What follows belongs to an exercise in optimizing a design on an open flow for small area and a short achievable clock period; a production flow would make more cautious choices.
In this exercise RTL edits were held to simulation tests only and were not proved equivalent to the original.
Power is estimated from default activity; no workload was simulated.

==> inputs of branch sierra <==
==> flow/design.v <==
package TypesPkg;
    typedef enum logic [3:0] {
        ADD, SUB, SLL, SLT, XOR, SRL, SRA, OR, AND, ADDI, EQL
    } ALU_func_t;
    localparam logic [6:0] OP_REG    = 7'b0110011;
    localparam logic [6:0] OP_IMM    = 7'b0010011;
    localparam logic [6:0] OP_BRANCH = 7'b1100011;
    localparam logic [6:0] F7_BASE = 7'b0000000;
    localparam logic [6:0] F7_ALT  = 7'b0100000;
    typedef struct packed {
        ALU_func_t   ALU_func;
        logic [4:0]  rd;
        logic        rd_we;
        logic [31:0] imm;
        logic        illegal;
        logic        use_rs1;
        logic        use_rs2;
    } decoded_t;
endpackage
module ds_pre2 (
    input  logic [1:0] a,
    output logic [3:0] y
);
    assign y = 4'b0001 << a;
endmodule
module ds_pre3 (
    input  logic [2:0] a,
    input  logic       en,
    output logic [7:0] y
);
    assign y = en ? (8'b0000_0001 << a) : 8'b0;
endmodule
module ds_sel4 (
    input  logic [3:0] d,
    input  logic [3:0] s,
    output logic       y
);
    assign y = |(d & s);
endmodule
module ds_sel8 (
    input  logic [7:0] d,
    input  logic [7:0] s,
    output logic       y
);
    assign y = |(d & s);
endmodule
module ds_lookup (
    input  logic [4:0]  r,
    input  logic        en,
    input  logic [31:0] busy_q,
    output logic        hit
);
    logic [3:0] lo;
    logic [7:0] hi;
    logic [7:0] grp;
    ds_pre2 u_lo (.a(r[1:0]), .y(lo));
    ds_pre3 u_hi (.a(r[4:2]), .en(en), .y(hi));
    for (genvar j = 0; j < 8; j++) begin : g_grp
        ds_sel4 u_grp (.d(busy_q[4*j+3 -: 4]), .s(lo), .y(grp[j]));
    end
    ds_sel8 u_sel (.d(grp), .s(hi), .y(hit));
endmodule
module rf_aoi3 (
    input  logic [2:0] d,
    input  logic [2:0] s,
    output logic       yn
);
    assign yn = !(|(d & s));
endmodule
module rf_nand11 (
    input  logic [10:0] a,
    output logic        y
);
    assign y = !(&a);
endmodule
module rf_col (
    input  logic [31:1] d,
    input  logic [31:1] s,
    output logic        y
);
    logic [10:0] yn;
    for (genvar k = 0; k < 10; k++) begin : g_aoi
        rf_aoi3 u_aoi (.d(d[3*k+3 -: 3]), .s(s[3*k+3 -: 3]), .yn(yn[k]));
    end
    assign yn[10] = !(d[31] && s[31]);
    rf_nand11 u_nand (.a(yn), .y(y));
endmodule
module ds_eq4 #(parameter logic [3:0] V = 4'd0) (
    input  logic [3:0] a,
    output logic       y
);
    assign y = (a == V);
endmodule
module ds_eq3 #(parameter logic [2:0] V = 3'd0) (
    input  logic [2:0] a,
    output logic       y
);
    assign y = (a == V);
endmodule
module ds_nor4 (
    input  logic [3:0] a,
    output logic       y
);
    assign y = !(|a);
endmodule
module ds_nor2 (
    input  logic [1:0] a,
    output logic       y
);
    assign y = !(|a);
endmodule
module ds_ib_hi (
    input  logic [2:0] a,
    output logic       y
);
    assign y = (a == 3'b001) || (a == 3'b110);
endmodule
module ds_r_f3 (
    input  logic       f7b5,
    input  logic [2:0] f3,
    output logic       y
);
    assign y = f7b5 ? (f3 == 3'b000 || f3 == 3'b101) : (f3 != 3'b011);
endmodule
module ds_legal_and (
    input  logic op_lo,
    input  logic r_hi,
    input  logic f7_hi0,
    input  logic f7_lo0,
    input  logic r_f3,
    input  logic ib_hi,
    input  logic f3_zero,
    output logic legal
);
    assign legal = op_lo && ((r_hi && f7_hi0 && f7_lo0 && r_f3) || (ib_hi && f3_zero));
endmodule
module ds_legal (
    input  logic [31:0] in_instr,
    output logic        legal
);
    logic op_lo, r_hi, ib_hi, f7_hi0, f7_lo0, r_f3, f3_zero;
    ds_eq4 #(.V(4'b0011)) u_op_lo (.a(in_instr[3:0]), .y(op_lo));
    ds_eq3 #(.V(3'b011))  u_r_hi  (.a(in_instr[6:4]), .y(r_hi));
    ds_ib_hi              u_ib_hi (.a(in_instr[6:4]), .y(ib_hi));
    ds_nor4               u_f7_hi (.a({in_instr[31], in_instr[29:27]}), .y(f7_hi0));
    ds_nor2               u_f7_lo (.a(in_instr[26:25]), .y(f7_lo0));
    ds_r_f3               u_r_f3  (.f7b5(in_instr[30]), .f3(in_instr[14:12]), .y(r_f3));
    ds_eq3 #(.V(3'b000))  u_f3_z  (.a(in_instr[14:12]), .y(f3_zero));
    ds_legal_and u_and (
        .op_lo(op_lo), .r_hi(r_hi), .f7_hi0(f7_hi0), .f7_lo0(f7_lo0), .r_f3(r_f3),
        .ib_hi(ib_hi), .f3_zero(f3_zero), .legal(legal)
    );
endmodule
module ds_ready (
    input  logic in_valid,
    input  logic out_ok,
    input  logic legal,
    input  logic use_rs2,       
    input  logic hit1,
    input  logic hit2,
    input  logic hit3,
    output logic in_ready,
    output logic accept,
    output logic hold,          
    output logic ld1,           
    output logic ld2            
);
    ds_in_ready u_rdy (
        .out_ok(out_ok), .legal(legal), .hit1(hit1), .hit2(hit2), .hit3(hit3),
        .in_ready(in_ready)
    );
    ds_ctl u_ctl (
        .in_valid(in_valid), .out_ok(out_ok), .legal(legal), .use_rs2(use_rs2),
        .hit1(hit1), .hit2(hit2), .hit3(hit3),
        .accept(accept), .hold(hold), .ld1(ld1), .ld2(ld2)
    );
endmodule
module ds_in_ready (
    input  logic out_ok,
    input  logic legal,
    input  logic hit1,
    input  logic hit2,
    input  logic hit3,
    output logic in_ready
);
    assign in_ready = out_ok && !(legal && (hit1 || hit2 || hit3));
endmodule
module ds_ctl (
    input  logic in_valid,
    input  logic out_ok,
    input  logic legal,
    input  logic use_rs2,
    input  logic hit1,
    input  logic hit2,
    input  logic hit3,
    output logic accept,
    output logic hold,
    output logic ld1,
    output logic ld2
);
    logic hit;
    assign hit    = hit1 || hit2 || hit3;
    assign accept = in_valid && out_ok && !(legal && hit);
    assign hold   = !accept;
    assign ld1    = in_valid && out_ok && legal && !hit;
    assign ld2    = in_valid && out_ok && use_rs2 && !hit;
endmodule
module ds_issue (
    input  logic        in_valid,
    input  logic [31:0] in_instr,
    input  logic        out_valid_q,
    input  logic        out_ready,
    input  logic [31:0] busy_q,       
    output logic        in_ready,
    output logic        accept,
    output logic        hold,
    output logic        ld1,
    output logic        ld2
);
    logic legal, hit1, hit2, hit3;
    ds_legal u_legal (.in_instr(in_instr), .legal(legal));
    ds_lookup u_l1 (.r(in_instr[19:15]), .en(in_valid),                 .busy_q(busy_q), .hit(hit1));
    ds_lookup u_l2 (.r(in_instr[24:20]), .en(in_valid && in_instr[5]), .busy_q(busy_q), .hit(hit2));
    ds_lookup u_l3 (.r(in_instr[11:7]),  .en(in_valid && in_instr[4]), .busy_q(busy_q), .hit(hit3));
    ds_ready u_ready (
        .in_valid (in_valid),
        .out_ok   (!out_valid_q || out_ready),
        .legal    (legal),
        .use_rs2  (legal && in_instr[5]),
        .hit1     (hit1),
        .hit2     (hit2),
        .hit3     (hit3),
        .in_ready (in_ready),
        .accept   (accept),
        .hold     (hold),
        .ld1      (ld1),
        .ld2      (ld2)
    );
endmodule
module decode_stage (
    input  logic               clk,
    input  logic               rst_n,
    input  logic               in_valid,
    output logic               in_ready,
    input  logic [31:0]        in_instr,
    input  logic               wb_en,
    input  logic [4:0]         wb_rd,
    input  logic [31:0]        wb_data,
    output logic               out_valid,
    input  logic               out_ready,
    output logic [31:0]        r1,
    output logic [31:0]        r2,
    output logic signed [31:0] imm,
    output TypesPkg::ALU_func_t ALU_func,
    output logic [4:0]         rd,
    output logic               rd_we,
    output logic               illegal
);
    logic [6:0]  opcode;
    logic [2:0]  funct3;
    logic [6:0]  funct7;
    logic [4:0]  rs1, rs2, rdx;
    logic        f7_alt;
    logic        r_legal, i_legal, b_legal, legal;
    logic        wr_rd;
    TypesPkg::ALU_func_t func_dec;
    logic [31:0] imm_dec;
    logic [31:0] rf_r1, rf_r2;
    logic        accept, hold, ld1, ld2;
    logic [991:0] mem_q;              
    logic [31:1]  vld_q;
    logic [31:0]  busy_q;
    logic        out_valid_q;
    logic [31:0] r1_q, r2_q, imm_q;
    TypesPkg::ALU_func_t func_q;
    logic [4:0]  rd_q;
    logic        rd_we_q, illegal_q;
    assign opcode = in_instr[6:0];
    assign funct3 = in_instr[14:12];
    assign funct7 = in_instr[31:25];
    assign rs1    = in_instr[19:15];
    assign rs2    = in_instr[24:20];
    assign rdx    = in_instr[11:7];
    assign f7_alt = (funct7 == TypesPkg::F7_ALT);
    assign r_legal = (opcode == TypesPkg::OP_REG) &&
                     (((funct7 == TypesPkg::F7_BASE) && (funct3 != 3'b011)) ||
                      (f7_alt && (funct3 == 3'b000 || funct3 == 3'b101)));
    assign i_legal = (opcode == TypesPkg::OP_IMM)    && (funct3 == 3'b000);
    assign b_legal = (opcode == TypesPkg::OP_BRANCH) && (funct3 == 3'b000);
    assign legal   = r_legal || i_legal || b_legal;
    assign wr_rd   = legal && opcode[4];
    always_comb begin
        func_dec = TypesPkg::ADD;
        if (r_legal) begin
            case (funct3)
                3'b000: func_dec = f7_alt ? TypesPkg::SUB : TypesPkg::ADD;
                3'b001: func_dec = TypesPkg::SLL;
                3'b010: func_dec = TypesPkg::SLT;
                3'b100: func_dec = TypesPkg::XOR;
                3'b101: func_dec = f7_alt ? TypesPkg::SRA : TypesPkg::SRL;
                3'b110: func_dec = TypesPkg::OR;
                default: func_dec = TypesPkg::AND;
            endcase
        end else if (i_legal) begin
            func_dec = TypesPkg::ADDI;
        end else if (b_legal) begin
            func_dec = TypesPkg::EQL;
        end
    end
    assign imm_dec[31:12] = {20{(i_legal || b_legal) && in_instr[31]}};
    assign imm_dec[11]    = (i_legal && in_instr[31]) || (b_legal && in_instr[7]);
    assign imm_dec[10:5]  = {6{i_legal || b_legal}} & in_instr[30:25];
    assign imm_dec[4:1]   = ({4{i_legal}} & in_instr[24:21]) | ({4{b_legal}} & in_instr[11:8]);
    assign imm_dec[0]     = i_legal && in_instr[20];
    ds_issue u_issue (
        .in_valid    (in_valid),
        .in_instr    (in_instr),
        .out_valid_q (out_valid_q),
        .out_ready   (out_ready),
        .busy_q      (busy_q),
        .in_ready    (in_ready),
        .accept      (accept),
        .hold        (hold),
        .ld1         (ld1),
        .ld2         (ld2)
    );
    for (genvar i = 1; i < 32; i++) begin : g_ent
        always_ff @(posedge clk) begin
            if (wb_en && (wb_rd == i)) mem_q[32*i-1 -: 32] <= wb_data;
        end
    end
    always_ff @(posedge clk or negedge rst_n) begin
        if (!rst_n) begin
            vld_q <= '0;
        end else begin
            for (int i = 1; i < 32; i++) begin
                if (wb_en && (wb_rd == i)) vld_q[i] <= 1'b1;
            end
        end
    end
    logic [31:1] sel1, sel2;
    always_comb begin
        for (int i = 1; i < 32; i++) begin
            sel1[i] = (rs1 == i) && vld_q[i];
            sel2[i] = (rs2 == i) && vld_q[i];
        end
    end
    for (genvar b = 0; b < 32; b++) begin : g_col
        logic [31:1] col;
        for (genvar i = 1; i < 32; i++) begin : g_bit
            assign col[i] = mem_q[32*(i-1)+b];
        end
        rf_col u_c1 (.d(col), .s(sel1), .y(rf_r1[b]));
        rf_col u_c2 (.d(col), .s(sel2), .y(rf_r2[b]));
    end
    always_ff @(posedge clk or negedge rst_n) begin
        if (!rst_n) begin
            busy_q <= '0;
        end else begin
            for (int i = 1; i < 32; i++) begin
                if (accept && wr_rd && (rdx == i))  busy_q[i] <= 1'b1;
                else if (wb_en && (wb_rd == i))     busy_q[i] <= 1'b0;
            end
        end
    end
    always_ff @(posedge clk or negedge rst_n) begin
        if (!rst_n) begin
            out_valid_q <= 1'b0;
            r1_q        <= '0;
            r2_q        <= '0;
            imm_q       <= '0;
            func_q      <= TypesPkg::ADD;
            rd_q        <= '0;
            rd_we_q     <= 1'b0;
            illegal_q   <= 1'b0;
        end else begin
            out_valid_q <= accept || (out_valid_q && !out_ready);
            r1_q        <= ({32{ld1}} & rf_r1) | ({32{hold}} & r1_q);
            r2_q        <= ({32{ld2}} & rf_r2) | ({32{hold}} & r2_q);
            if (accept) begin
                imm_q     <= imm_dec;
                func_q    <= func_dec;
                rd_q      <= wr_rd ? rdx : 5'd0;
                rd_we_q   <= wr_rd;
                illegal_q <= !legal;
            end
        end
    end
    assign out_valid = out_valid_q;
    assign r1        = r1_q;
    assign r2        = r2_q;
    assign imm       = $signed(imm_q);
    assign ALU_func  = func_q;
    assign rd        = rd_q;
    assign rd_we     = rd_we_q;
    assign illegal   = illegal_q;
endmodule
==> flow/run.sh <==
#!/bin/bash
# synth_recipe.tcl (not shown) runs the flow's synth.tcl, then flattens the netlist and writes it again
# the make line also repeats each setting of config.mk as NAME=value (left out here)
make -C /OpenROAD-flow-scripts/flow DESIGN_CONFIG=/design/flow/config.mk WORK_HOME=/design/flow/orfs CLKGATE_MAP_FILE= SYNTH_SCRIPT=/design/flow/synth_recipe.tcl finish
==> flow/config.mk <==
export PLATFORM = sky130hd
export DESIGN_NAME = decode_stage
export DESIGN_NICKNAME = decode_stage
export VERILOG_FILES = /design/flow/design.v
export SDC_FILE = /design/flow/constraint.sdc
export NUM_CORES = 4
export LEC_CHECK = 0
export CAP_MARGIN = 20
export CORE_MARGIN = 2
export CORE_UTILIZATION = 40
export CTS_CLUSTER_DIAMETER = 100
export CTS_CLUSTER_SIZE = 20
export PLACE_DENSITY = 0.5
export SETUP_SLACK_MARGIN = 1.25
export SLEW_MARGIN = 20
export SYNTH_HIERARCHICAL = 1
==> flow/constraint.sdc <==
create_clock -name core_clock -period 4.5 [get_ports {clk}]
set_input_delay 0.9000 -clock core_clock [delete_from_list [all_inputs] [get_ports {clk}]]
set_output_delay 0.9000 -clock core_clock [all_outputs]
set_load 0.01 [all_outputs]
==> branch quartz (differences from branch sierra) <==
==> flow/design.v, changed modules only <==
module ds_legal (
    input  logic [31:0] in_instr,
    output logic        legal
);
    logic [6:0] opcode;
    logic [2:0] funct3;
    logic [6:0] funct7;
    assign opcode = in_instr[6:0];
    assign funct3 = in_instr[14:12];
    assign funct7 = in_instr[31:25];
    assign legal = ((opcode == TypesPkg::OP_REG) &&
                    (((funct7 == TypesPkg::F7_BASE) && (funct3 != 3'b011)) ||
                     ((funct7 == TypesPkg::F7_ALT) && (funct3 == 3'b000 || funct3 == 3'b101)))) ||
                   (((opcode == TypesPkg::OP_IMM) || (opcode == TypesPkg::OP_BRANCH)) &&
                    (funct3 == 3'b000));
endmodule
module ds_ready (
    input  logic in_valid,
    input  logic out_ok,
    input  logic legal,
    input  logic hit1,
    input  logic hit2,
    input  logic hit3,
    output logic in_ready,
    output logic accept
);
    assign in_ready = out_ok && !(legal && (hit1 || hit2 || hit3));
    assign accept   = in_valid && in_ready;
endmodule
module ds_issue (
    input  logic        in_valid,
    input  logic [31:0] in_instr,
    input  logic        out_valid_q,
    input  logic        out_ready,
    input  logic [31:0] busy_q,       
    output logic        in_ready,
    output logic        accept
);
    logic legal, hit1, hit2, hit3;
    ds_legal u_legal (.in_instr(in_instr), .legal(legal));
    ds_lookup u_l1 (.r(in_instr[19:15]), .en(in_valid),                 .busy_q(busy_q), .hit(hit1));
    ds_lookup u_l2 (.r(in_instr[24:20]), .en(in_valid && in_instr[5]), .busy_q(busy_q), .hit(hit2));
    ds_lookup u_l3 (.r(in_instr[11:7]),  .en(in_valid && in_instr[4]), .busy_q(busy_q), .hit(hit3));
    ds_ready u_ready (
        .in_valid (in_valid),
        .out_ok   (!out_valid_q || out_ready),
        .legal    (legal),
        .hit1     (hit1),
        .hit2     (hit2),
        .hit3     (hit3),
        .in_ready (in_ready),
        .accept   (accept)
    );
endmodule
module decode_stage (
    input  logic               clk,
    input  logic               rst_n,
    input  logic               in_valid,
    output logic               in_ready,
    input  logic [31:0]        in_instr,
    input  logic               wb_en,
    input  logic [4:0]         wb_rd,
    input  logic [31:0]        wb_data,
    output logic               out_valid,
    input  logic               out_ready,
    output logic [31:0]        r1,
    output logic [31:0]        r2,
    output logic signed [31:0] imm,
    output TypesPkg::ALU_func_t ALU_func,
    output logic [4:0]         rd,
    output logic               rd_we,
    output logic               illegal
);
    logic [6:0]  opcode;
    logic [2:0]  funct3;
    logic [6:0]  funct7;
    logic [4:0]  rs1, rs2, rdx;
    logic        f7_alt;
    logic        r_legal, i_legal, b_legal, legal;
    logic        wr_rd;
    TypesPkg::ALU_func_t func_dec;
    logic [31:0] imm_dec;
    logic [31:0] rf_r1, rf_r2;
    logic        accept, hold, ld1, ld2;
    logic [991:0] mem_q;              
    logic [31:1]  vld_q;
    logic [31:0]  busy_q;
    logic        out_valid_q;
    logic [31:0] r1_q, r2_q, imm_q;
    TypesPkg::ALU_func_t func_q;
    logic [4:0]  rd_q;
    logic        rd_we_q, illegal_q;
    assign opcode = in_instr[6:0];
    assign funct3 = in_instr[14:12];
    assign funct7 = in_instr[31:25];
    assign rs1    = in_instr[19:15];
    assign rs2    = in_instr[24:20];
    assign rdx    = in_instr[11:7];
    assign f7_alt = (funct7 == TypesPkg::F7_ALT);
    assign r_legal = (opcode == TypesPkg::OP_REG) &&
                     (((funct7 == TypesPkg::F7_BASE) && (funct3 != 3'b011)) ||
                      (f7_alt && (funct3 == 3'b000 || funct3 == 3'b101)));
    assign i_legal = (opcode == TypesPkg::OP_IMM)    && (funct3 == 3'b000);
    assign b_legal = (opcode == TypesPkg::OP_BRANCH) && (funct3 == 3'b000);
    assign legal   = r_legal || i_legal || b_legal;
    assign wr_rd   = legal && opcode[4];
    always_comb begin
        func_dec = TypesPkg::ADD;
        if (r_legal) begin
            case (funct3)
                3'b000: func_dec = f7_alt ? TypesPkg::SUB : TypesPkg::ADD;
                3'b001: func_dec = TypesPkg::SLL;
                3'b010: func_dec = TypesPkg::SLT;
                3'b100: func_dec = TypesPkg::XOR;
                3'b101: func_dec = f7_alt ? TypesPkg::SRA : TypesPkg::SRL;
                3'b110: func_dec = TypesPkg::OR;
                default: func_dec = TypesPkg::AND;
            endcase
        end else if (i_legal) begin
            func_dec = TypesPkg::ADDI;
        end else if (b_legal) begin
            func_dec = TypesPkg::EQL;
        end
    end
    assign imm_dec[31:12] = {20{(i_legal || b_legal) && in_instr[31]}};
    assign imm_dec[11]    = (i_legal && in_instr[31]) || (b_legal && in_instr[7]);
    assign imm_dec[10:5]  = {6{i_legal || b_legal}} & in_instr[30:25];
    assign imm_dec[4:1]   = ({4{i_legal}} & in_instr[24:21]) | ({4{b_legal}} & in_instr[11:8]);
    assign imm_dec[0]     = i_legal && in_instr[20];
    ds_issue u_issue (
        .in_valid    (in_valid),
        .in_instr    (in_instr),
        .out_valid_q (out_valid_q),
        .out_ready   (out_ready),
        .busy_q      (busy_q),
        .in_ready    (in_ready),
        .accept      (accept)
    );
    for (genvar i = 1; i < 32; i++) begin : g_ent
        always_ff @(posedge clk) begin
            if (wb_en && (wb_rd == i)) mem_q[32*i-1 -: 32] <= wb_data;
        end
    end
    always_ff @(posedge clk or negedge rst_n) begin
        if (!rst_n) begin
            vld_q <= '0;
        end else begin
            for (int i = 1; i < 32; i++) begin
                if (wb_en && (wb_rd == i)) vld_q[i] <= 1'b1;
            end
        end
    end
    logic [31:1] sel1, sel2;
    always_comb begin
        for (int i = 1; i < 32; i++) begin
            sel1[i] = (rs1 == i) && vld_q[i];
            sel2[i] = (rs2 == i) && vld_q[i];
        end
    end
    for (genvar b = 0; b < 32; b++) begin : g_col
        logic [31:1] col;
        for (genvar i = 1; i < 32; i++) begin : g_bit
            assign col[i] = mem_q[32*(i-1)+b];
        end
        rf_col u_c1 (.d(col), .s(sel1), .y(rf_r1[b]));
        rf_col u_c2 (.d(col), .s(sel2), .y(rf_r2[b]));
    end
    assign hold = !accept;
    assign ld1  = accept && legal;
    assign ld2  = accept && legal && opcode[5];
    always_ff @(posedge clk or negedge rst_n) begin
        if (!rst_n) begin
            busy_q <= '0;
        end else begin
            for (int i = 1; i < 32; i++) begin
                if (accept && wr_rd && (rdx == i))  busy_q[i] <= 1'b1;
                else if (wb_en && (wb_rd == i))     busy_q[i] <= 1'b0;
            end
        end
    end
    always_ff @(posedge clk or negedge rst_n) begin
        if (!rst_n) begin
            out_valid_q <= 1'b0;
            r1_q        <= '0;
            r2_q        <= '0;
            imm_q       <= '0;
            func_q      <= TypesPkg::ADD;
            rd_q        <= '0;
            rd_we_q     <= 1'b0;
            illegal_q   <= 1'b0;
        end else begin
            out_valid_q <= accept || (out_valid_q && !out_ready);
            r1_q        <= ({32{ld1}} & rf_r1) | ({32{hold}} & r1_q);
            r2_q        <= ({32{ld2}} & rf_r2) | ({32{hold}} & r2_q);
            if (accept) begin
                imm_q     <= imm_dec;
                func_q    <= func_dec;
                rd_q      <= wr_rd ? rdx : 5'd0;
                rd_we_q   <= wr_rd;
                illegal_q <= !legal;
            end
        end
    end
    assign out_valid = out_valid_q;
    assign r1        = r1_q;
    assign r2        = r2_q;
    assign imm       = $signed(imm_q);
    assign ALU_func  = func_q;
    assign rd        = rd_q;
    assign rd_we     = rd_we_q;
    assign illegal   = illegal_q;
endmodule
// module ds_eq4 removed
// module ds_eq3 removed
// module ds_nor4 removed
// module ds_nor2 removed
// module ds_ib_hi removed
// module ds_r_f3 removed
// module ds_legal_and removed
// module ds_in_ready removed
// module ds_ctl removed
- CORE_UTILIZATION: 40 -> 50
- PLACE_DENSITY: 0.5 -> unset
- SETUP_SLACK_MARGIN: 1.25 -> 1.5
==> notes <==
Sequential power is about the same in branch sierra and branch quartz.
Against branch sierra, the clock skew of branch quartz is lower by 0.0059 ns.
Branch quartz completed without violations. Branch sierra produced a clean layout.
Between branch quartz and branch sierra, the lower cell count is in branch quartz (gap 4.0%, measured against branch sierra).
Of branch quartz and branch sierra, branch quartz has the higher clock-buffer cell count (gap 5).
Between branch quartz and branch sierra, the lower worst setup slack is in branch quartz (gap 0.17 ns).
Sequential cell count is the same in branch sierra and branch quartz.
In branch quartz the utilization is higher than in branch sierra, by 13 points.
Against branch quartz, the die area of branch sierra is higher by about 24%.
In branch sierra the maximum frequency is larger than in branch quartz, by about 5%.
In branch sierra the non-clock buffer count is lower than in branch quartz, by 37.

-- afterwards: timing with drivers on the ports --
The results above use ideal ports. As a check the final layouts listed here were re-extracted and re-timed, cells and wires unchanged. Step 1, drivers: a clkbuf_16 drives clk and a buf_2 each remaining input, both assumed. Step 2 times the ports against the registers' clock, not the clock port: input delays grow and output delays shrink by t, the midpoint of the rising clock arrivals with the driver on. a / b / c = ideal ports / drivers / drivers and shift; a / b = the first two.
run	t (ns)	setup WS [ns]	worst hold slack (ns)	slew at the worst register clock pin (ns)	pins driven straight from the clock port
branch sierra	0.726	1.160 / 1.109 / 0.583	0.225 / 0.190 / 0.479	0.10 / 0.10	1
branch quartz	0.703	0.989 / 1.017 / 0.314	0.295 / 0.267 / 0.484	0.09 / 0.09	1
After both steps setup and hold are still met in every run listed. For branch quartz, which loses most, drivers alone change the setup slack by +0.028 ns; drivers and shift together by -0.675 ns.
